What follows belongs to an exercise in optimizing a design on an open flow for small area, a short achievable clock period and few clock cycles per item; a production flow would make more cautious choices.
RTL that was checked went through simulation tests only; none was proved equivalent to the original.
Only the layout flow was run in run 4; the RTL was not checked for function there.

==> design.v <==
package astar_pkg;
	typedef union packed
	{
		logic [2*8-1:0] raw;
		struct packed
		{
			logic [8-1:0] x;    
			logic [8-1:0] y;    
		} coord;
	} node_word_u;
endpackage
`timescale 1ns/1ps
module octile_diff (
	input  logic [8-1:0] ax,
	input  logic [8-1:0] ay,
	input  logic [8-1:0] bx,
	input  logic [8-1:0] by,
	output logic [8-1:0] dx,
	output logic [8-1:0] dy,
	output logic                sw
);
	logic [8:0]   sx, sy;
	assign sx = {1'b0, ax} - {1'b0, bx};
	assign sy = {1'b0, ay} - {1'b0, by};
	assign dx = sx[8] ? -sx[8-1:0] : sx[8-1:0];
	assign dy = sy[8] ? -sy[8-1:0] : sy[8-1:0];
	assign sw = dx > dy;
endmodule
module octile_diag_carry (
	input  logic [8-1:0] lo,
	output logic [1:0]          k
);
	logic [8:0] t;
	assign t = {2'b0, lo[1:0], 5'b0} + {2'b0, lo[2:0], 4'b0} + {2'b0, lo[4:0], 2'b0} + {2'b0, lo[6:0]};
	assign k = t[8:7];
endmodule
module octile_sum (
	input  logic [8-1:0] g_dx,
	input  logic [8-1:0] g_dy,
	input  logic                g_sw,
	input  logic [8-1:0] s_dx,
	input  logic [8-1:0] s_dy,
	input  logic                s_sw,
	output logic [10-1:0]  cost
);
	logic [8-1:0] g_hi, g_lo, s_hi, s_lo;
	assign g_hi = g_sw ? g_dx : g_dy;
	assign g_lo = g_sw ? g_dy : g_dx;
	assign s_hi = s_sw ? s_dx : s_dy;
	assign s_lo = s_sw ? s_dy : s_dx;
	logic [1:0] g_k, s_k;
	logic [36:0] t_s, t_c;
	logic [10-1:0] row_a, row_b;
	octile_diag_carry i_gk (.lo(g_lo), .k(g_k));
	octile_diag_carry i_sk (.lo(s_lo), .k(s_k));
	assign t_s[0] = g_hi[0] ^ g_lo[2] ^ g_lo[3];
	assign t_c[0] = (g_hi[0] & g_lo[2]) | (g_hi[0] & g_lo[3]) | (g_lo[2] & g_lo[3]);
	assign t_s[1] = g_lo[5] ^ g_lo[7] ^ s_hi[0];
	assign t_c[1] = (g_lo[5] & g_lo[7]) | (g_lo[5] & s_hi[0]) | (g_lo[7] & s_hi[0]);
	assign t_s[2] = s_lo[2] ^ s_lo[3] ^ s_lo[5];
	assign t_c[2] = (s_lo[2] & s_lo[3]) | (s_lo[2] & s_lo[5]) | (s_lo[3] & s_lo[5]);
	assign t_s[3] = s_lo[7] ^ t_s[0] ^ t_s[1];
	assign t_c[3] = (s_lo[7] & t_s[0]) | (s_lo[7] & t_s[1]) | (t_s[0] & t_s[1]);
	assign t_s[4] = t_s[2] ^ t_s[3] ^ g_k[0];
	assign t_c[4] = (t_s[2] & t_s[3]) | (t_s[2] & g_k[0]) | (t_s[3] & g_k[0]);
	assign t_s[5] = g_hi[1] ^ g_lo[3] ^ g_lo[4];
	assign t_c[5] = (g_hi[1] & g_lo[3]) | (g_hi[1] & g_lo[4]) | (g_lo[3] & g_lo[4]);
	assign t_s[6] = g_lo[6] ^ s_hi[1] ^ s_lo[3];
	assign t_c[6] = (g_lo[6] & s_hi[1]) | (g_lo[6] & s_lo[3]) | (s_hi[1] & s_lo[3]);
	assign t_s[7] = s_lo[4] ^ s_lo[6] ^ t_c[0];
	assign t_c[7] = (s_lo[4] & s_lo[6]) | (s_lo[4] & t_c[0]) | (s_lo[6] & t_c[0]);
	assign t_s[8] = t_c[1] ^ t_c[2] ^ t_s[5];
	assign t_c[8] = (t_c[1] & t_c[2]) | (t_c[1] & t_s[5]) | (t_c[2] & t_s[5]);
	assign t_s[9] = t_s[6] ^ t_c[3] ^ t_s[7];
	assign t_c[9] = (t_s[6] & t_c[3]) | (t_s[6] & t_s[7]) | (t_c[3] & t_s[7]);
	assign t_s[10] = t_s[8] ^ t_s[9] ^ g_k[1];
	assign t_c[10] = (t_s[8] & t_s[9]) | (t_s[8] & g_k[1]) | (t_s[9] & g_k[1]);
	assign t_s[11] = s_k[1] ^ t_c[4] ^ t_s[10];
	assign t_c[11] = (s_k[1] & t_c[4]) | (s_k[1] & t_s[10]) | (t_c[4] & t_s[10]);
	assign t_s[12] = g_hi[2] ^ g_lo[4] ^ g_lo[5];
	assign t_c[12] = (g_hi[2] & g_lo[4]) | (g_hi[2] & g_lo[5]) | (g_lo[4] & g_lo[5]);
	assign t_s[13] = g_lo[7] ^ s_hi[2] ^ s_lo[4];
	assign t_c[13] = (g_lo[7] & s_hi[2]) | (g_lo[7] & s_lo[4]) | (s_hi[2] & s_lo[4]);
	assign t_s[14] = s_lo[5] ^ s_lo[7] ^ t_c[5];
	assign t_c[14] = (s_lo[5] & s_lo[7]) | (s_lo[5] & t_c[5]) | (s_lo[7] & t_c[5]);
	assign t_s[15] = t_c[6] ^ t_s[12] ^ t_s[13];
	assign t_c[15] = (t_c[6] & t_s[12]) | (t_c[6] & t_s[13]) | (t_s[12] & t_s[13]);
	assign t_s[16] = t_c[7] ^ t_c[8] ^ t_s[14];
	assign t_c[16] = (t_c[7] & t_c[8]) | (t_c[7] & t_s[14]) | (t_c[8] & t_s[14]);
	assign t_s[17] = t_s[15] ^ t_c[9] ^ t_s[16];
	assign t_c[17] = (t_s[15] & t_c[9]) | (t_s[15] & t_s[16]) | (t_c[9] & t_s[16]);
	assign t_s[18] = t_s[17] ^ t_c[10] ^ t_c[11];
	assign t_c[18] = (t_s[17] & t_c[10]) | (t_s[17] & t_c[11]) | (t_c[10] & t_c[11]);
	assign t_s[19] = g_hi[3] ^ g_lo[5] ^ g_lo[6];
	assign t_c[19] = (g_hi[3] & g_lo[5]) | (g_hi[3] & g_lo[6]) | (g_lo[5] & g_lo[6]);
	assign t_s[20] = s_hi[3] ^ s_lo[5] ^ s_lo[6];
	assign t_c[20] = (s_hi[3] & s_lo[5]) | (s_hi[3] & s_lo[6]) | (s_lo[5] & s_lo[6]);
	assign t_s[21] = t_c[12] ^ t_c[13] ^ t_s[19];
	assign t_c[21] = (t_c[12] & t_c[13]) | (t_c[12] & t_s[19]) | (t_c[13] & t_s[19]);
	assign t_s[22] = t_s[20] ^ t_c[14] ^ t_c[15];
	assign t_c[22] = (t_s[20] & t_c[14]) | (t_s[20] & t_c[15]) | (t_c[14] & t_c[15]);
	assign t_s[23] = t_s[21] ^ t_c[16] ^ t_s[22];
	assign t_c[23] = (t_s[21] & t_c[16]) | (t_s[21] & t_s[22]) | (t_c[16] & t_s[22]);
	assign t_s[24] = t_c[17] ^ t_s[23] ^ t_c[18];
	assign t_c[24] = (t_c[17] & t_s[23]) | (t_c[17] & t_c[18]) | (t_s[23] & t_c[18]);
	assign t_s[25] = g_hi[4] ^ g_lo[6] ^ g_lo[7];
	assign t_c[25] = (g_hi[4] & g_lo[6]) | (g_hi[4] & g_lo[7]) | (g_lo[6] & g_lo[7]);
	assign t_s[26] = s_hi[4] ^ s_lo[6] ^ s_lo[7];
	assign t_c[26] = (s_hi[4] & s_lo[6]) | (s_hi[4] & s_lo[7]) | (s_lo[6] & s_lo[7]);
	assign t_s[27] = t_c[19] ^ t_c[20] ^ t_s[25];
	assign t_c[27] = (t_c[19] & t_c[20]) | (t_c[19] & t_s[25]) | (t_c[20] & t_s[25]);
	assign t_s[28] = t_s[26] ^ t_c[21] ^ t_s[27];
	assign t_c[28] = (t_s[26] & t_c[21]) | (t_s[26] & t_s[27]) | (t_c[21] & t_s[27]);
	assign t_s[29] = t_c[22] ^ t_s[28] ^ t_c[23];
	assign t_c[29] = (t_c[22] & t_s[28]) | (t_c[22] & t_c[23]) | (t_s[28] & t_c[23]);
	assign t_s[30] = g_hi[5] ^ g_lo[7] ^ s_hi[5];
	assign t_c[30] = (g_hi[5] & g_lo[7]) | (g_hi[5] & s_hi[5]) | (g_lo[7] & s_hi[5]);
	assign t_s[31] = s_lo[7] ^ t_c[25] ^ t_c[26];
	assign t_c[31] = (s_lo[7] & t_c[25]) | (s_lo[7] & t_c[26]) | (t_c[25] & t_c[26]);
	assign t_s[32] = t_s[30] ^ t_c[27] ^ t_s[31];
	assign t_c[32] = (t_s[30] & t_c[27]) | (t_s[30] & t_s[31]) | (t_c[27] & t_s[31]);
	assign t_s[33] = t_c[28] ^ t_s[32] ^ t_c[29];
	assign t_c[33] = (t_c[28] & t_s[32]) | (t_c[28] & t_c[29]) | (t_s[32] & t_c[29]);
	assign t_s[34] = g_hi[6] ^ s_hi[6] ^ t_c[30];
	assign t_c[34] = (g_hi[6] & s_hi[6]) | (g_hi[6] & t_c[30]) | (s_hi[6] & t_c[30]);
	assign t_s[35] = t_c[31] ^ t_s[34] ^ t_c[32];
	assign t_c[35] = (t_c[31] & t_s[34]) | (t_c[31] & t_c[32]) | (t_s[34] & t_c[32]);
	assign t_s[36] = g_hi[7] ^ s_hi[7] ^ t_c[34];
	assign t_c[36] = (g_hi[7] & s_hi[7]) | (g_hi[7] & t_c[34]) | (s_hi[7] & t_c[34]);
	assign row_a = {1'b0, t_c[36], t_c[35], t_c[33], t_s[33], t_c[24], t_s[24], t_s[18], t_s[11], s_k[0]};
	assign row_b = {1'b0, 1'b0, t_s[36], t_s[35], 1'b0, t_s[29], 1'b0, 1'b0, 1'b0, t_s[4]};
	assign cost  = row_a + row_b;
endmodule
`timescale 1ns/1ps
module list_entry_next #(
	parameter int W = 2*8 + 10
) (
	input  logic [W-1:0] q,
	input  logic [W-1:0] q_prev,
	input  logic [W-1:0] q_next,
	input  logic [W-1:0] q_new,
	input  logic         s_pop,
	input  logic         s_sh,
	input  logic         s_new,
	input  logic         s_hold,
	output logic [W-1:0] d
);
	assign d = ({W{s_pop}} & q_next) | ({W{s_sh}} & q_prev) | ({W{s_new}} & q_new) | ({W{s_hold}} & q);
endmodule
module cost_greater (
	input  logic [10-1:0] a,
	input  logic [10-1:0] b_n,
	output logic               gt
);
	logic [10:0] g;
	always_comb
	begin
		g[0] = 1'b0;
		for (int k = 0; k < 10; k++)
			g[k+1] = (a[k] & b_n[k]) | ((a[k] | b_n[k]) & g[k]);
	end
	assign gt = g[10];
endmodule
`timescale 1ns/1ps
module astar_open_sort_top (
	input  logic                Clk,
	input  logic                Reset,
	input  logic                node_valid,
	output logic                node_ready,
	input  logic [8-1:0] node_x,
	input  logic [8-1:0] node_y,
	input  logic [8-1:0] start_x,
	input  logic [8-1:0] start_y,
	input  logic [8-1:0] goal_x,
	input  logic [8-1:0] goal_y,
	input  logic                sort_start,
	output logic                out_valid,
	input  logic                out_ready,
	output logic [8-1:0] out_x,
	output logic [8-1:0] out_y,
	output logic [10-1:0]  out_cost,
	output logic                out_last,
	output logic                busy
);
	localparam int N  = 16;
	localparam int EW = 2*8 + 10;    
	logic                a_v;
	logic [8-1:0] a_x, a_y;
	logic [8-1:0] a_gdx, a_gdy, a_sdx, a_sdy;
	logic                a_gsw, a_ssw;
	logic                b_v;
	logic [8-1:0] b_x, b_y;
	logic [10-1:0]  b_c;
	logic [8-1:0] e_x [N];
	logic [8-1:0] e_y [N];
	logic [10-1:0]  e_c [N];
	logic [5-1:0] cnt;         
	logic                busy_r;      
	logic                ne_r;        
	logic                blk_r;       
	logic                accept;
	logic                pop;
	logic                done;
	logic                start_go;
	logic [5-1:0] cnt_n;
	logic [N-1:0]        v;           
	logic                busy_n;
	logic [N-1:0]        gt;          
	assign start_go   = sort_start & ne_r;
	assign busy       = busy_r | start_go;
	assign node_ready = ~(blk_r | start_go);
	assign accept     = node_valid & node_ready;
	assign out_valid  = busy_r;
	assign out_x      = e_x[0];
	assign out_y      = e_y[0];
	assign out_cost   = e_c[0];
	assign out_last   = busy_r & (cnt[5-1:1] == '0);
	assign pop        = busy_r & out_ready;
	assign done       = pop & (cnt[5-1:1] == '0);
	always_comb
	begin
		if (pop)
			cnt_n = cnt - 1'b1;
		else if (b_v)
			cnt_n = cnt + 1'b1;
		else
			cnt_n = cnt;
		for (int i = 0; i < N; i++)
			v[i] = cnt > i;
		busy_n = busy_r ? ~done : start_go;
	end
	always_ff @(posedge Clk or posedge Reset)
	begin
		if (Reset)
		begin
			a_v    <= 1'b0;
			b_v    <= 1'b0;
			cnt    <= '0;
			busy_r <= 1'b0;
			ne_r   <= 1'b0;
			blk_r  <= 1'b0;
		end
		else
		begin
			a_v    <= accept;
			b_v    <= a_v;
			cnt    <= cnt_n;
			busy_r <= busy_n;
			ne_r   <= (cnt_n != '0) | accept | a_v;
			blk_r  <= busy_n | (({1'b0, cnt_n} + accept + a_v) >= N);
		end
	end
	logic [8-1:0] gdx, gdy, sdx, sdy;
	logic                gsw, ssw;
	logic [10-1:0]  cost;
	octile_diff i_goal  (.ax(node_x), .ay(node_y), .bx(goal_x),  .by(goal_y),  .dx(gdx), .dy(gdy), .sw(gsw));
	octile_diff i_start (.ax(node_x), .ay(node_y), .bx(start_x), .by(start_y), .dx(sdx), .dy(sdy), .sw(ssw));
	octile_sum  i_sum   (.g_dx(a_gdx), .g_dy(a_gdy), .g_sw(a_gsw), .s_dx(a_sdx), .s_dy(a_sdy), .s_sw(a_ssw), .cost(cost));
	always_ff @(posedge Clk)
	begin
		a_x   <= node_x;
		a_y   <= node_y;
		a_gdx <= gdx;
		a_gdy <= gdy;
		a_gsw <= gsw;
		a_sdx <= sdx;
		a_sdy <= sdy;
		a_ssw <= ssw;
		b_x   <= a_x;
		b_y   <= a_y;
		b_c   <= cost;
	end
	logic [EW-1:0] e_q [N];
	logic [EW-1:0] e_d [N];
	logic [EW-1:0] b_e;
	logic [N-1:0]  c_gt;
	logic [10-1:0] b_cn;
	logic [N-1:0]  s_pop, s_sh, s_new, s_hold;
	assign b_e = {b_x, b_y, b_c};
	assign b_cn = ~b_c;
	always_comb
		for (int i = 0; i < N; i++)
		begin
			e_q[i]    = {e_x[i], e_y[i], e_c[i]};
			gt[i]     = ~v[i] | c_gt[i];
			s_pop[i]  = pop;
			s_sh[i]   = ~pop & b_v & gt[i] & ((i > 0) ? gt[(i > 0) ? i-1 : 0] : 1'b0);
			s_new[i]  = ~pop & b_v & gt[i] & ((i > 0) ? ~gt[(i > 0) ? i-1 : 0] : 1'b1);
			s_hold[i] = ~pop & ~(b_v & gt[i]);
		end
	for (genvar i = 0; i < N; i++)
	begin : g_entry
		cost_greater i_gt (.a(e_c[i]), .b_n(b_cn), .gt(c_gt[i]));
		list_entry_next i_next (
			.q      (e_q[i]),
			.q_prev ((i > 0)   ? e_q[(i > 0) ? i-1 : 0]     : b_e),
			.q_next ((i < N-1) ? e_q[(i < N-1) ? i+1 : i] : e_q[i]),
			.q_new  (b_e),
			.s_pop  (s_pop[i]),
			.s_sh   (s_sh[i]),
			.s_new  (s_new[i]),
			.s_hold (s_hold[i]),
			.d      (e_d[i])
		);
	end
	always_ff @(posedge Clk)
		for (int i = 0; i < N; i++)
			{e_x[i], e_y[i], e_c[i]} <= e_d[i];
endmodule
==> flow/run.sh <==
#!/bin/bash
# Layout flow: the standard flow (standard.sh) with these changes:
#  - synthesis: Yosys's synth runs without its generic ABC pass (-noabc), so
#    the adder extraction sees the full adders as written; each module is mapped on its own (SYNTH_HIERARCHICAL=1; all
#    registers sit in the top module, so their names are the standard ones) and
#    ABC maps with flow/map.abc (the standard speed script without ABC's own
#    buffering and sizing; placement's repair buffers and sizes instead).
#    Registers are mapped before ABC, exactly as in the standard synthesis.
#  - timing repair aims SETUP_SLACK_MARGIN below the clock period.
#  - clock tree: smaller buffers, no dummy loads.
# Each tool's full output stays in orfs/logs/; make's output in standard_flow.log.
set -euo pipefail
W=$PWD
MARGIN=7.4
CTS="-sink_clustering_enable -repair_clock_nets -dont_use_dummy_load -buf_list sky130_fd_sc_hd__clkbuf_8 -sink_clustering_size 14 -sink_clustering_max_diameter 60"
EXTRA=(BUFFER_PORTS_ARGS="-buffer_cell sky130_fd_sc_hd__buf_1")
sed 's|^source \$::env(SCRIPTS_DIR)/synth_preamble.tcl$|&\nset abc_args [lreplace $abc_args 1 1 '"$W"'/flow/map.abc]|' \
	"$FLOW_HOME/scripts/synth.tcl" > "$W/map_synth.tcl"
grep -q "flow/map.abc" "$W/map_synth.tcl"
sed -e 's|^source \$::env(SCRIPTS_DIR)/synth.tcl$|source '"$W"'/map_synth.tcl|' \
	-e 's|^proc synth {args} { yosys synth -nofsm -noshare {\*}\$args }$|proc synth {args} { yosys synth -nofsm -noshare -noabc {*}$args }|' \
	"$W/synth_recipe.tcl" > "$W/map_synth_recipe.tcl"
grep -q "map_synth.tcl" "$W/map_synth_recipe.tcl"
grep -q -- "-noabc" "$W/map_synth_recipe.tcl"
bash standard.sh SYNTH_SCRIPT="$W/map_synth_recipe.tcl" SYNTH_HIERARCHICAL=1 \
	SETUP_SLACK_MARGIN="$MARGIN" CTS_ARGS="$CTS" "${EXTRA[@]}" \
	finish > standard_flow.log 2>&1
==> flow/map.abc <==
&get -n
&st
&dch
&nf
&put
==> standard.sh <==
#!/bin/bash
# synth_recipe.tcl (not shown) runs the flow's synth.tcl, then flattens the netlist and writes it again
# the make line also repeats each setting of config.mk as NAME=value (left out here)
make -C /OpenROAD-flow-scripts/flow DESIGN_CONFIG=/design/flow/config.mk WORK_HOME=/design/flow/orfs CLKGATE_MAP_FILE= SYNTH_SCRIPT=/design/flow/synth_recipe.tcl "${@:-finish}"
==> config.mk <==
export PLATFORM = sky130hd
export DESIGN_NAME = astar_open_sort_top
export DESIGN_NICKNAME = astar_open_sort_top
export VERILOG_FILES = /design/flow/design.v
export SDC_FILE = /design/flow/constraint.sdc
export NUM_CORES = 4
export LEC_CHECK = 0
export CAP_MARGIN = 20
export CORE_MARGIN = 2
export CORE_UTILIZATION = 40
export SLEW_MARGIN = 20
==> constraint.sdc <==
create_clock -name core_clock -period 13.0 [get_ports {Clk}]
set_input_delay 2.6000 -clock core_clock [delete_from_list [all_inputs] [get_ports {Clk}]]
set_output_delay 2.6000 -clock core_clock [all_outputs]
set_load 0.01 [all_outputs]
==> results of run 1 <==
## per-module statistics from Yosys, one instance, submodules excluded
module,flops+latches,cells inside
astar_open_sort_top,502,659
octile_sum,0,98
octile_diff,0,159
list_entry_next,0,78
octile_diag_carry,0,22
cost_greater,0,16
## metrics by stage
stage,area [um^2],worst slack [ps]
after detailed placement,25800,7200
after global routing,26500,7410
after floorplan,24100,7580
after CTS,26500,7400
final,26500,7430
after global placement,25800,7290
## cells in the mapped netlist (all sizes together), types with 8 or more instances
cell / count
mux2: 32
and2: 11
o21ai: 34
o22ai: 33
xnor2: 43
a31oi: 10
o211ai: 26
xor2: 34
o22a: 18
or3: 10
a22oi: 32
nand2: 891
a21boi: 9
nand4: 15
a211oi: 16
ha: 78
nand3: 11
nor2: 85
dfxtp: 492
nor3: 15
buf: 8
fa: 52
a22o: 32
a222oi: 416
clkinv: 58
a21oi: 96
dfrtp: 10
## worst max-delay path: stages
cell    delay (ps)
buf_6           90
a21o_1         150
buf_1          120
## timing repair
action | 4_1_cts | 5_1_grt
setup endpoints to repair | 2 | 5
resized for setup | 1 | 8
pin swaps | 0 | 1
## layer usage
layer	share of wire [%]	up-vias
met3	4.8	133
met5	0	-
li1	-	10615
met1	41	10921
met4	2.7	0
met2	51	724
## cells by family (layout without fill, tap and decap cells)
| logic type | Yosys count | in the layout | share of synthesized area, % |
|---|---|---|---|
| AND/OR/NAND/NOR | 1068 | 1068 | 17.6 |
| AO/OA/AOI/OAI | 747 | 747 | 26.5 |
| flip-flops | 502 | 502 | 42.1 |
| adder cells (fa/ha/maj) | 130 | 130 | 8.40 |
| XOR/XNOR | 77 | 77 | 2.81 |
| buffers and inverters | 66 | 240 | 1.16 |
| multiplexers | 32 | 32 | 1.50 |
| other | 1 | 26 | 0.0156 |
## how the worst max path moves through the flow
| stage | cells past startpoint | slack [ps] | start | to |
|---|---|---|---|---|
| CTS | 3 | 7400 | sort_start | node_ready |
| detailed placement | 13 | 7200 | node_y[0] | a_ssw |
| floorplan | 1 | 7580 | sort_start | node_ready |
| global route | 3 | 7410 | sort_start | node_ready |
| finish | 3 | 7430 | sort_start | busy |
| global placement | 13 | 7290 | node_y[0] | a_ssw |
## registers in the layout (all words and copies together), names as in the netlist
| signal | count |
|---|---|
| b_x | 8 |
| a_gdx | 8 |
| a_x | 8 |
| a_v | 1 |
| e_y | 128 |
| a_sdx | 8 |
| b_c | 10 |
| a_sdy | 8 |
| cnt | 5 |
| e_c | 160 |
| a_y | 8 |
| blk_r | 1 |
| a_ssw | 1 |
| e_x | 128 |
| a_gsw | 1 |
| busy_r | 1 |
| a_gdy | 8 |
| ne_r | 1 |
| b_v | 1 |
| b_y | 8 |
## area by class of cell
class                   instances  area [um^2]  share of cell area, %
flip-flops and latches        502        10100                   38.1
well taps                     773          967                   3.64
repair buffers                135          718                   2.71
clock buffers                  47          647                   2.44
multi-input cells            2080        13900                   52.3
inverters                      58          230                  0.867
==> run summary, run 1 <==
- Hold Path End: b_y[7]
- Vias/cell: around 6.2
- Flip-flop and latch count after synthesis: ~500
- Met1 Usage GRT: between 20% and 30%
- Vias in the first global route: roughly 22k
- Synth warn: 17
- Reg2reg start: a_gsw
- Fillers: between 5k and 6k
- R2R Path End: b_c[8]
- H-Tree Depth: 2
- 1st-iter DRT viols: 3223
- RSZ-0062 raised after global routing: no
- TritonCTS clock tree: built
- Clk latency of the worst-skew pair: ~650 ps
- Average wire per standard cell: roughly 20 um
- Root Driver: clkbuf_8
- Chip Height: about 250 um
- Gpl congestion: about 0.9
- Hold Crit Start: a_y[7]
- R2R depth: 15
- Setup slack, reg-to-reg: around 7700 ps
- Gr ovfl total: 0
- Synth top area share: approximately two fifths
- Core ar.: 0.0591 mm^2
- Final core occ: between 40% and 50%
- Min cycle time layout: around 5600 ps
- Layout cells sized above 1: about 4.6%
- # Post-CTS Setup Buffers: 0
- Antenna cell count: 0
- Initial antenna violation count: 2
- Final hold slack: approximately 310 ps
- CP Capture Type: primary output
- Data required time at the worst endpoint: between 10000 and 15000 ps
- Outcome: no timing/DRC/antenna violations
- Most common cell after layout, fill and taps aside: nand2_1
- Worst Setup Path Type: in -> out
- Worst relative slew slack: 19.8%
- Crit path max fanout: 2
- EDFF count, synth: 0
- Fin nets: approximately 3.0k
- Worst setup SP type: primary input
- Fin cells: 3595
- Commonest cells after routing, fill and taps aside: 891 x nand2_1, 491 x dfxtp_1, 416 x a222oi_1, 85 x nor2_1, 80 x buf_1
- Pin count of the biggest net entering global routing: between 200 and 250
- Starting density of the core: 40.6%
- CTS sink cnt: between 500 and 600
- GRT met2 Usage: 41.7%
- Setup TNS: 0 ps
- Fin crit share: between 40% and 50%
- Die width: ~250 um
- Drt first pass iters: 14
- Cell taking the most area after synthesis: dfxtp_1
- Longest Clk Path Bufs: 3
- Hold buffers post-CTS: 0
- Detailed-route via count: ~22k
- GR Util met3: under 10%
- Hold path cells: 0
- IO Pins: between 80 and 90
- Clk slew on worst S/H paths: approximately 90 ps
- Final wirelength: between 70 and 80 mm
- GR Util All Layers: a little under a quarter
- Syn avg cell area: slightly above 9 um^2
- Predominant post-synthesis flop cell: dfxtp_1
- Cell variety after synth: 49
- Hpwl dp: 51.7 mm
- GRT busiest layer: met2
- ANT nets after route: 0
- Synth top area cells: dfxtp_1 41%, a222oi_1 17%, nand2_1 14%
- Total die area: between 0.06 and 0.07 mm^2
- Data arrival, critical path: slightly below 3000 ps
- Final hold violations: 0
- CTS buffer count: 47
- First-pass GRT wire length: 118 mm
- # port buffers: just over 80
- Synth-to-layout area growth: 10.6%
- Fmax: 180 MHz
- FP Rows: 89
- # setup viols final: 0
- Min-delay worst type: reg -> reg
- Sequential share of the synthesized area: between 40% and 50%
- Max Cap Viol: 0
- Netlist area before placement: between 0.02 and 0.025 mm^2
- Actual slew at the worst max-slew pin: 1200 ps
- Async SR Flop Fraction: approximately 2.0%
- Final setup skew: 71.6 ps
- Dpl cells: 3548
- Syn Inst Count: around 2.6k
- Slew Viols, Final: 0
- Drt drc: 0
Testbench counts, summed over its fixed seeds: cycles 29,278, batches 1,280.
==> run 2, diff against run 1 <==
--- a/flow/run.sh
+++ b/flow/run.sh
@@ -14,3 +14,3 @@
 MARGIN=7.4
-CTS="-sink_clustering_enable -repair_clock_nets -dont_use_dummy_load -buf_list sky130_fd_sc_hd__clkbuf_8 -sink_clustering_size 14 -sink_clustering_max_diameter 60"
+CTS="-sink_clustering_enable -repair_clock_nets -dont_use_dummy_load -buf_list sky130_fd_sc_hd__clkbuf_4 -sink_clustering_size 10 -sink_clustering_max_diameter 45"
 EXTRA=(BUFFER_PORTS_ARGS="-buffer_cell sky130_fd_sc_hd__buf_1")
==> run 2 against run 1 <==
Against the previous run: largest cell class unchanged; still clean; fmax about the same; final area shrank 0.33%; global-route usage is 0.15 points higher; critical path depth stayed put; area after synthesis unchanged; routed wire length up 0.13%; critical path type unchanged; worst hold slack better by 4.1 ps; non-clock buffer count did not move.
==> run summary, run 2 <==
- Max FFs per register: 160 (unchanged)
- CP Capture Type: primary output
- EDFF count, synth: 0 (unchanged)
- Gpl congestion: 0.891 (unchanged)
- Hold buffers post-CTS: 0 (unchanged)
- Die width: 249 um (unchanged)
- IO Pins: 83 (unchanged)
- Syn Inst Count: 2623 (unchanged)
- Cell taking the most area after synthesis: dfxtp_1
- Netlist area before placement: 0.0240 mm^2 (unchanged)
- Post-synth top cells: 891 x nand2_1, 492 x dfxtp_1, 416 x a222oi_1
- Worst setup SP type: primary input
- First-pass GRT wire length: 118 mm (+0.19%)
- Final hold slack: 315 ps (+4.15 ps)
- Worst relative slew slack: 27.9% (+8.1 points)
- Data arrival, critical path: 2970 ps (about the same)
- Commonest cells after routing, fill and taps aside: 891 x nand2_1, 491 x dfxtp_1, 416 x a222oi_1, 85 x nor2_1, 80 x buf_1
- Fin crit share: 42.8% (about the same)
- Slew Viols, Final: 0 (unchanged)
- Drt drc: 0 (unchanged)
- RSZ-0062 raised after global routing: no
- Synth warn: 17 (unchanged)
- Worst Setup Path Type: in -> out
- Crit path max fanout: 2 (unchanged)
- 1st-iter DRT viols: 3245 (+0.68%)
- Flip-flop and latch count after synthesis: 502 (unchanged)
- Layout cells sized above 1: 5.41% (+0.84 points)
- Syn avg cell area: 9.15 um^2 (unchanged)
- Root Driver: clkbuf_4
- ANT nets after route: 0 (unchanged)
- Outcome: no timing/DRC/antenna violations
- Actual slew at the worst max-slew pin: 1080 ps (-122 ps)
- Cell variety after synth: 49 (unchanged)
- Chip Height: 249 um (unchanged)
- Drt first pass iters: 14 (unchanged)
- Detailed-route via count: 22.6k (+0.84%)
- Hpwl dp: 51.7 mm (unchanged)
- Gr ovfl total: 0 (unchanged)
- Vias in the first global route: 22.6k (+0.95%)
- Final hold violations: 0 (unchanged)
- Core ar.: 0.0591 mm^2 (unchanged)
- CTS buffer count: 72 (+53%)
- Synth top area cells: dfxtp_1 41%, a222oi_1 17%, nand2_1 14%
- Fmax: 180 MHz (about the same)
- Dpl cells: 3548 (unchanged)
- FP Rows: 89 (unchanged)
- Min cycle time layout: 5570 ps (-0.0300 ps)
- Data required time at the worst endpoint: 10400 ps (about the same)
- Sequential share of the synthesized area: 42.1% (unchanged)
- Setup TNS: 0 ps (unchanged)
- Final setup skew: 88.0 ps (+16.4 ps)
- Starting density of the core: 40.6% (unchanged)
- Pin count of the biggest net entering global routing: 228 (unchanged)
- Fin cells: 3627 (+0.89%)
- # setup viols final: 0 (unchanged)
- Longest Clk Path Bufs: 3 (unchanged)
- Total die area: 0.0620 mm^2 (unchanged)
- Average wire per standard cell: 20.3 um (-0.76%)
- Predominant post-synthesis flop cell: dfxtp_1
- GR Util All Layers: 22.9% (+0.15 points)
- Most common cell after layout, fill and taps aside: nand2_1
- Vias/cell: 6.23 (about the same)
- Min-delay worst type: reg -> reg
- Max Cap Viol: 0 (unchanged)
- Async SR Flop Fraction: 1.99% (unchanged)
- H-Tree Depth: 3 (+1)
- Synth-to-layout area growth: 10.2%
- Clk latency of the worst-skew pair: 850 ps (+200 ps)
- # port buffers: 82 (unchanged)
- Top-count cell post-synth: nand2_1
- TritonCTS clock tree: built
- Final wirelength: 73.6 mm (+0.13%)
- Fin nets: 3032 (+0.83%)
- Initial antenna violation count: 5 (+3)
- Synth top area share: 41.0% (unchanged)
- Setup slack, reg-to-reg: 7700 ps (about the same)
- CTS sink cnt: 502 (unchanged)
- Clk slew on worst S/H paths: 100 ps (about the same)
## run 2: cell counts after synthesis
No cell type changed its count.
## run 2: critical path, cell delays in order
cell and delay, ps:
buf_6 90, a21o_1 150, buf_1 120
## run 2: layout make-up
class,count,area (um^2)
Timing Repair Buffer,135,718
Inverter,58,230
Tap cell,773,967
Clock buffer,72,541
Sequential cell,502,10100
Multi-Input combinational cell,2080,13900
Fill cell,5741,32700
Antenna cell,7,17.5
## run 2: stage by stage
stage                     setup WS, ps  utilization [%]  cell area, um^2
final                             7430             44.7            26500
after global routing              7410             44.7            26500
after CTS                         7400             44.6            26400
after detailed placement          7200             43.7            25800
after global placement            7290             43.7            25800
after floorplan                   7580                -            24100
## run 2: cell families (layout without fill, tap and decap cells)
| kind of cell | Yosys count | count (layout) | share of synthesized area [%] |
|---|---|---|---|
| AOI/OAI and AO/OA | 747 | 747 | 26.5 |
| and+or+nand+nor | 1068 | 1068 | 17.6 |
| adders and majority gates | 130 | 130 | 8.40 |
| DFF | 502 | 502 | 42.1 |
| xor gates and xnor gates | 77 | 77 | 2.81 |
| other | 1 | 33 | 0.0156 |
| muxes | 32 | 32 | 1.50 |
| buffers and inverters | 66 | 265 | 1.16 |
## run 2: repair_timing
item	4_1_cts	5_1_grt
setup endpoints to repair	2	4
gates resized for setup	1	8
buffers inserted	0	0
pin swaps	0	1
## run 2: worst paths after layout
check / depth (start not counted) / startpoint / end
worst max-delay path: 3 / sort_start / busy
worst min-delay path: 0 / a_x[2] / b_x[2]
worst max register to register: 15 / a_gsw / b_c[7]
worst min register to register: 0 / a_x[2] / b_x[2]
max in group asynchronous: 2 / Reset / b_v
min in group asynchronous: 2 / Reset / ne_r
## run 2: per-layer routing
metal | part of all wire, % | wire, um | global-route usage (%) | vias up
met5 | 0 | 0 | 0 | -
met4 | 3.0 | 2180 | 9.52 | 0
met3 | 5.1 | 3760 | 3.22 | 155
met1 | 41 | 29900 | 27.0 | 10932
li1 | - | - | - | 10710
met2 | 51 | 37800 | 41.6 | 783
## run 2: modules after synthesis (local to each module, per instance)
module	flops+latches	cells inside	cell area, um^2	copies in the design
octile_diag_carry	0	22	240	2
octile_diff	0	159	1170	2
octile_sum	0	98	1320	1
astar_open_sort_top	502	659	11000	1
cost_greater	0	16	98.8	16
list_entry_next	0	78	455	16
==> run 3, diff against run 2 <==
--- a/flow/run.sh
+++ b/flow/run.sh
@@ -5,3 +5,3 @@
 #    registers sit in the top module, so their names are the standard ones) and
-#    ABC maps with flow/map.abc (the standard speed script without ABC's own
+#    ABC maps with flow/map.abc (choice-based mapping with extra area recovery;
 #    buffering and sizing; placement's repair buffers and sizes instead).
==> flow/map.abc (replaced) <==
&get -n
&st
&dch
&nf -R 1000
&put
==> run 3 against run 2 <==
Against the previous run: register-to-register slack hardly changed; area after synthesis is 1.5% lower; flip-flop and latch count stayed put.
==> run summary, run 3 <==
- Drt first pass iters: 14 (unchanged)
- Setup WS post-layout: 7400 ps (-33.6 ps)
- Most common cell after layout, fill and taps aside: nand2_1
- Clk slew on worst S/H paths: 100 ps (about the same)
- Dpl cells: 3518 (-0.85%)
- Layout cells sized above 1: 5.44% (+0.026 points)
- Vias in the first global route: 22.6k (+0.031%)
- Min cycle time layout: 5600 ps (+33.6 ps)
- Core ar.: 0.0587 mm^2 (-0.75%)
- Gpl congestion: 0.868 (-2.6%)
- EDFF count, synth: 0 (unchanged)
- CTS sink cnt: 502 (unchanged)
- Async SR Flop Fraction: 1.99% (unchanged)
- Clk latency of the worst-skew pair: 850 ps (about the same)
- Total die area: 0.0611 mm^2 (-1.5%)
- Worst relative slew slack: 14.0% (-14 points)
- Detailed-route via count: 22.6k (+0.040%)
- Synth top area cells: dfxtp_1 42%, a222oi_1 18%, nand2_1 14%
- Flip-flop and latch count after synthesis: 502 (unchanged)
- Synth warn: 17 (unchanged)
- Sequential share of the synthesized area: 42.7% (+0.65 points)
- Min-delay worst type: reg -> reg
- ANT nets after route: 0 (unchanged)
- Slowest cell delay on critical path: 190 ps (+40 ps)
- Final hold slack: 294 ps (-21.6 ps)
- Longest Clk Path Bufs: 3 (unchanged)
- # Post-CTS Setup Buffers: 0 (unchanged)
- TritonCTS clock tree: built
- H-Tree Depth: 3 (unchanged)
- Fmax: 178 MHz (-0.60%)
- FP Rows: 89 (unchanged)
- Worst Setup Path Type: in -> out
- Netlist area before placement: 0.0236 mm^2 (-1.5%)
- Fin nets: 3000 (-1.1%)
- Cell taking the most area after synthesis: dfxtp_1
- Hold buffers post-CTS: 0 (unchanged)
- Data required time at the worst endpoint: 10400 ps (about the same)
- Worst setup SP type: primary input
- Synth top area share: 41.7% (+0.64 points)
- Fin crit share: 43.1% (+0.26 points)
- RSZ-0062 raised after global routing: yes
- Die width: 247 um (-0.76%)
- Starting density of the core: 40.3% (-0.32 points)
- Average wire per standard cell: 20.0 um (-1.5%)
- R2R Path End: b_c[8]
- Hpwl dp: 50.0 mm (-3.2%)
- IO Pins: 83 (unchanged)
- Pin count of the biggest net entering global routing: 236 (+3.5%)
- Fin cells: 3591 (-0.99%)
- Outcome: no timing/DRC/antenna violations
- 1st-iter DRT viols: 3464 (+6.7%)
- Place WS: 6990 ps (-206 ps)
- Gr ovfl total: 0 (unchanged)
- Final setup skew: 87.8 ps (-0.141 ps)
- Data arrival, critical path: 3000 ps (+30 ps)
- Slowest CP cell: a21o_1
- Chip Height: 247 um (-0.76%)
- Slew Viols, Final: 0 (unchanged)
- Vias/cell: 6.29 (+1.0%)
- Root Driver: clkbuf_4
- Most common cell on crit path: buf_6
- Max Cap Viol: 0 (unchanged)
- Hold Crit Start: a_x[1]
- Actual slew at the worst max-slew pin: 1290 ps (+208 ps)
- Cell variety after synth: 42 (-14%)
- Predominant post-synthesis flop cell: dfxtp_1
- Syn Inst Count: 2593 (-1.1%)
- Final hold violations: 0 (unchanged)
- Hold path cells: 0 (unchanged)
- Top-count cell post-synth: nand2_1
- CP Capture Type: primary output
- Setup TNS: 0 ps (unchanged)
- Reg2reg start: a_gsw
- CTS buffer count: 70 (-2.8%)
- Crit path max fanout: 2 (unchanged)
- Final wirelength: 71.8 mm (-2.5%)
- Hold Path End: b_x[1]
- Synth-to-layout area growth: 10.3%
- Initial antenna violation count: 2 (-3)
- Commonest cells after routing, fill and taps aside: 892 x nand2_1, 491 x dfxtp_1, 416 x a222oi_1, 79 x buf_1
- # setup viols final: 0 (unchanged)
- Max FFs per register: 160 (unchanged)
- GR Util All Layers: 23.1% (+0.19 points)
- # port buffers: 82 (unchanged)
- R2R depth: 15 (unchanged)
- Setup slack, reg-to-reg: 7690 ps (about the same)
- Drt drc: 0 (unchanged)
- First-pass GRT wire length: 117 mm (-1.0%)
- Post-synth top cells: 892 x nand2_1, 492 x dfxtp_1, 416 x a222oi_1
- CP Cell Sequence: buf_6 -> a21o_1 -> buf_6
- Syn avg cell area: 9.12 um^2 (-0.39%)
## run 3: changes by cell type in the layout (fill, tap and decap cells not counted), sizes merged, moves of 9 or more
cell,before,now
a21boi,9,0
a21oi,96,75
a211oi,16,0
a22o,32,0
clkinv,58,77
a221oi,0,32
o21ai,34,67
o22ai,33,49
a21o,3,12
o22a,18,2
## run 3: how the worst max path moves through the flow
stage | slack [ps] | end | depth (start not counted) | startpoint
2_1_floorplan | 7580 | node_ready | 1 | sort_start
3_3_place_gp | 7080 | a_gsw | 14 | node_x[0]
5_1_grt | 7380 | busy | 3 | sort_start
6_report | 7400 | busy | 3 | sort_start
3_5_place_dp | 6990 | a_gsw | 14 | node_x[0]
4_1_cts | 7410 | node_ready | 3 | sort_start
## run 3: timing repair
| action | in CTS | in global routing |
|---|---|---|
| pin swaps | 0 | 1 |
| endpoints found under the setup margin | 4 | 6 |
| resized for setup | 2 | 9 |
| cloned | 0 | 0 |
## run 3: logic make-up (layout without fill, tap and decap cells)
group                    Yosys count  count (layout)  synth area share (%)
AND/OR/NAND/NOR                 1045            1045                  17.2
AO/OA/AOI/OAI                    737             737                  26.2
flip-flops                       502             502                  42.7
adder cells (fa/ha/maj)          130             130                  8.53
buffers and inverters             85             282                  1.48
XOR/XNOR                          61              61                  2.26
multiplexers                      32              32                  1.52
other                              1              29                0.0159
## run 3: stage by stage
| stage | cell area [um^2] | utilization (%) |
|---|---|---|
| 4_1_cts | 26000 | 44.3 |
| 5_1_grt | 26100 | 44.4 |
| 2_1_floorplan | 23700 | - |
| 3_5_place_dp | 25500 | 43.4 |
| 6_report | 26100 | 44.4 |
| 3_3_place_gp | 25500 | 43.4 |
## run 3: worst max-delay path: cells and delay by family
kind                   cells  cell delay (ps)
AO/OA/AOI/OAI              1              190
buffers and inverters      2              210
## run 3: area by class of cell
cell class / instances / area, um^2
antenna: 3 / 7.51
clock buffer: 70 / 526
fill: 5650 / 32600
inverter: 77 / 302
multi-input combinational: 2031 / 13500
sequential: 502 / 10100
tap: 773 / 967
timing repair buffer: 135 / 726
## run 3: routing by layer
metal	global-route usage, %	share of wire [%]	routed length [um]
met1	28.8	43	30800
met2	40.3	49	35200
met3	3.31	5.4	3910
met4	8.33	2.7	1910
met5	0	0	0
## run 3: modules after synthesis, one instance, submodules excluded
module	flops+latches	cells	cell area, um^2
cost_greater	0	15	90.1
octile_diag_carry	0	22	240
octile_diff	0	151	1080
astar_open_sort_top	502	660	11000
octile_sum	0	99	1320
list_entry_next	0	78	455
==> run 4, diff against run 3 <==
--- a/design.v
+++ b/design.v
@@ -134,2 +134,14 @@
 `timescale 1ns/1ps
+module handshake_out (
+	input  logic sort_start,
+	input  logic ne_r,
+	input  logic busy_r,
+	input  logic blk_r,
+	output logic busy,
+	output logic node_ready
+);
+	assign busy       = busy_r | (sort_start & ne_r);
+	assign node_ready = ~(blk_r | (sort_start & ne_r));
+endmodule
+`timescale 1ns/1ps
 module list_entry_next #(
@@ -208,6 +220,12 @@
 	logic [N-1:0]        gt;          
+	handshake_out i_hs (
+		.sort_start (sort_start),
+		.ne_r       (ne_r),
+		.busy_r     (busy_r),
+		.blk_r      (blk_r),
+		.busy       (busy),
+		.node_ready (node_ready)
+	);
 	assign start_go   = sort_start & ne_r;
-	assign busy       = busy_r | start_go;
-	assign node_ready = ~(blk_r | start_go);
-	assign accept     = node_valid & node_ready;
+	assign accept     = node_valid & ~(blk_r | start_go);    
 	assign out_valid  = busy_r;
--- a/flow/run.sh
+++ b/flow/run.sh
@@ -5,3 +5,3 @@
 #    registers sit in the top module, so their names are the standard ones) and
-#    ABC maps with flow/map.abc (choice-based mapping with extra area recovery;
+#    ABC maps with flow/map.abc (the standard speed script without ABC's own
 #    buffering and sizing; placement's repair buffers and sizes instead).
==> flow/map.abc (replaced) <==
&get -n
&st
&dch
&nf
&put
==> run 4 against run 3 <==
Against the previous run: sequential share of layout area shrank 0.54 points; clock skew shrank 2.0 ps; still clean on timing, DRC and antenna; final area grew 1.4%; non-clock buffer count grew 1; core utilization grew 0.30 points.
==> run summary, run 4 <==
- Netlist area before placement: 0.0240 mm^2 (+1.6%)
- Multi-input gate area: 0.0139 mm^2 (+3.2%)
- Register Area: 0.0101 mm^2 (about the same)
- Setup slack, reg-to-reg: 7630 ps (-60 ps)
- Average wire per standard cell: 20.3 um (+1.6%)
- Worst setup SP type: primary input
- Outcome: no timing/DRC/antenna violations
- Core ar.: 0.0591 mm^2 (+0.76%)
- Async SR Flop Fraction: 1.99% (unchanged)
- Post-synth top cells: 893 x nand2_1, 492 x dfxtp_1, 416 x a222oi_1
- Cell taking the most area after synthesis: dfxtp_1
- EDFF count, synth: 0 (unchanged)
- 1st-iter DRT viols: 3213 (-7.2%)
- Gpl congestion: 0.857 (-1.2%)
- Gr ovfl total: 0 (unchanged)
- Starting density of the core: 40.6% (+0.32 points)
- Actual slew at the worst max-slew pin: 1250 ps (-37.5 ps)
- Synth warn: 17 (unchanged)
- Slew Viols, Final: 0 (unchanged)
- Top-count cell post-synth: nand2_1
- Clk slew on worst S/H paths: 100 ps (about the same)
- Initial antenna violation count: 2 (unchanged)
- # Post-CTS Setup Buffers: 0 (unchanged)
- IO Pins: 83 (unchanged)
- Setup WS post-layout: 7410 ps (+10.9 ps)
- Final core occ: 44.7% (+0.30 points)
- Cell variety after synth: 49 (+17%)
- Fin crit share: 43.0% (-0.084 points)
- Final hold violations: 0 (unchanged)
- Setup TNS: 0 ps (unchanged)
- Longest Clk Path Bufs: 3 (unchanged)
- Final wirelength: 73.7 mm (+2.6%)
- Syn Inst Count: 2626 (+1.3%)
- Crit path max fanout: 4 (+2)
- Min cycle time layout: 5590 ps (-10.9 ps)
- Data required time at the worst endpoint: 10400 ps (about the same)
- ANT nets after route: 0 (unchanged)
- Drt first pass iters: 17 (+3)
- FP Rows: 89 (unchanged)
- TritonCTS clock tree: built
- Most common cell after layout, fill and taps aside: nand2_1
- # setup viols final: 0 (unchanged)
- GR Util All Layers: 22.9% (-0.24 points)
- Die width: 249 um (+0.76%)
- Total die area: 0.0620 mm^2 (+1.5%)
- Final setup skew: 85.8 ps (-1.99 ps)
- Pin count of the biggest net entering global routing: 236 (unchanged)
- Max FFs per register: 160 (unchanged)
- Fmax: 179 MHz (+0.19%)
- Clk latency of the worst-skew pair: 830 ps (-20 ps)
- Root Driver: clkbuf_4
- Data arrival, critical path: 2990 ps (about the same)
- Place WS: 6810 ps (-187 ps)
- Sequential share of the synthesized area: 42.1% (-0.66 points)
- Flip-flop and latch count after synthesis: 502 (unchanged)
- CTS buffer count: 69 (-1.4%)
- Syn avg cell area: 9.14 um^2 (+0.29%)
- Drt drc: 0 (unchanged)
- Commonest cells after routing, fill and taps aside: 893 x nand2_1, 491 x dfxtp_1, 416 x a222oi_1, 86 x nor2_1, 81 x a21oi_1
- Fin cells: 3625 (+0.95%)
- Fillers: 5705 (+0.97%)
- # port buffers: 82 (unchanged)
- Hold buffers post-CTS: 0 (unchanged)
- Predominant post-synthesis flop cell: dfxtp_1
- Min-delay worst type: reg -> reg
- Synth top area share: 41.0% (-0.64 points)
- Synth-to-layout area growth: 10.2%
- Vias/cell: 6.25 (-0.70%)
- Worst relative slew slack: 16.5% (+2.5 points)
- Max Cap Viol: 0 (unchanged)
- Synth top area cells: dfxtp_1 41%, a222oi_1 17%, nand2_1 14%
- Layout cells sized above 1: 5.34% (-0.098 points)
- Detailed-route via count: 22.6k (+0.24%)
- Vias in the first global route: 22.5k (-0.45%)
- CP Capture Type: primary output
- RSZ-0062 raised after global routing: yes
- Worst Setup Path Type: in -> out
- Chip Height: 249 um (+0.76%)
- H-Tree Depth: 3 (unchanged)
- Fin nets: 3033 (+1.1%)
- Dpl cells: 3551 (+0.94%)
- Hpwl dp: 51.5 mm (+3.0%)
- Final hold slack: 305 ps (+11.2 ps)
- First-pass GRT wire length: 118 mm (+0.84%)
- CTS sink cnt: 502 (unchanged)
==> run 4: cell count changes in the layout (fill, tap and decap cells not counted), sizes merged, moves of 19 or more <==
cell,change
a21oi,+23
a221oi,-32
a22o,+32
clkinv,-19
o21ai,-32
==> run 4: per-stage QoR <==
| stage | instance area, um^2 |
|---|---|
| 4_1_cts | 26400 |
| 6_report | 26500 |
| 3_5_place_dp | 25800 |
| 3_3_place_gp | 25800 |
| 5_1_grt | 26500 |
| 2_1_floorplan | 24100 |
==> run 4: path summary, 6_finish.rpt <==
check,depth (start not counted),startpoint,endpoint
max in group asynchronous,2,Reset,b_v
setup reg to reg,15,a_gsw,b_c[7]
setup / recovery,3,sort_start,busy
hold / removal,0,a_y[6],b_y[6]
min in group asynchronous,2,Reset,cnt[2]
hold reg to reg,0,a_y[6],b_y[6]
==> run 4: cells by family after synthesis <==
family | synth area share [%]
compound gates | 26.5
flops | 42.1
fa+ha+maj | 8.40
xor+xnor | 2.81
simple gates | 17.6
mux | 1.50
other cells | 0.0156
buf+inv | 1.16
==> run 4: per-module statistics from Yosys, one instance, submodules excluded, a selection <==
module / copies in the design / area (um^2) / flops+latches
astar_open_sort_top: 1 / 11000 / 502
cost_greater: 16 / 98.8 / 0
handshake_out: 1 / 12.5 / 0
list_entry_next: 16 / 455 / 0
octile_diag_carry: 2 / 240 / 0
octile_diff: 2 / 1170 / 0
==> run 4: area by class of cell <==
cell class	instances	share of cell area (%)
multi-input cells	2083	52.5
flip-flops and latches	502	38.2
well taps	773	3.66
repair buffers	136	2.79
clock buffers	69	1.96
inverters	58	0.870
diodes	4	0.0378
==> run 4: routing by layer <==
metal | global-route usage (%) | vias up | wire length, um
met5 | 0 | - | 0
met4 | 8.66 | 0 | 1910
met3 | 2.96 | 141 | 3650
met2 | 42.0 | 759 | 38100
met1 | 26.9 | 11011 | 30000
li1 | - | 10732 | -
==> run 4: repair_timing <==
item	4_1_cts	5_1_grt
pin swaps	0	2
setup endpoints to repair	8	7
resized for setup	2	10
==> run 4: worst max-delay path: stages <==
cell	delay (ps)
buf_8	100
a21o_1	160
buf_2	130

-- static timing again, ports no longer ideal --
The results above use ideal ports. As a check the final layouts listed here were re-extracted and re-timed, cells and wires unchanged. Step 1 (the two cells are an assumption about what drives the block):
set clk [get_ports {Clk}]
set_driving_cell -lib_cell sky130_fd_sc_hd__clkbuf_16 $clk
set_driving_cell -lib_cell sky130_fd_sc_hd__buf_2 [delete_from_list [all_inputs] $clk]
Step 2, shift: input delay + t, output delay - t, t = (earliest + latest rising clock arrival at the registers) / 2. This alone moves slack from input paths to output paths. a / b / c = no drivers / after step 1 / after step 2; a / b = the first two.
| run | t, ns | setup WS [ns] | worst setup path at the end | worst register clock-pin slew, ns |
|---|---|---|---|---|
| run 1 | 0.677 | 7.430 / 7.393 / 7.121 | input to register | 0.10 / 0.10 |
| run 2 | 0.861 | 7.430 / 7.393 / 7.154 | input to register | 0.12 / 0.12 |
| run 3 | 0.848 | 7.396 / 7.364 / 7.042 | input to register | 0.12 / 0.12 |
| run 4 | 0.841 | 7.407 / 7.360 / 6.950 | input to register | 0.12 / 0.12 |
After both steps every run listed still meets setup and hold. The setup slack of run 4, which loses most, moves by -0.047 ns with the drivers and by -0.457 ns with both steps.
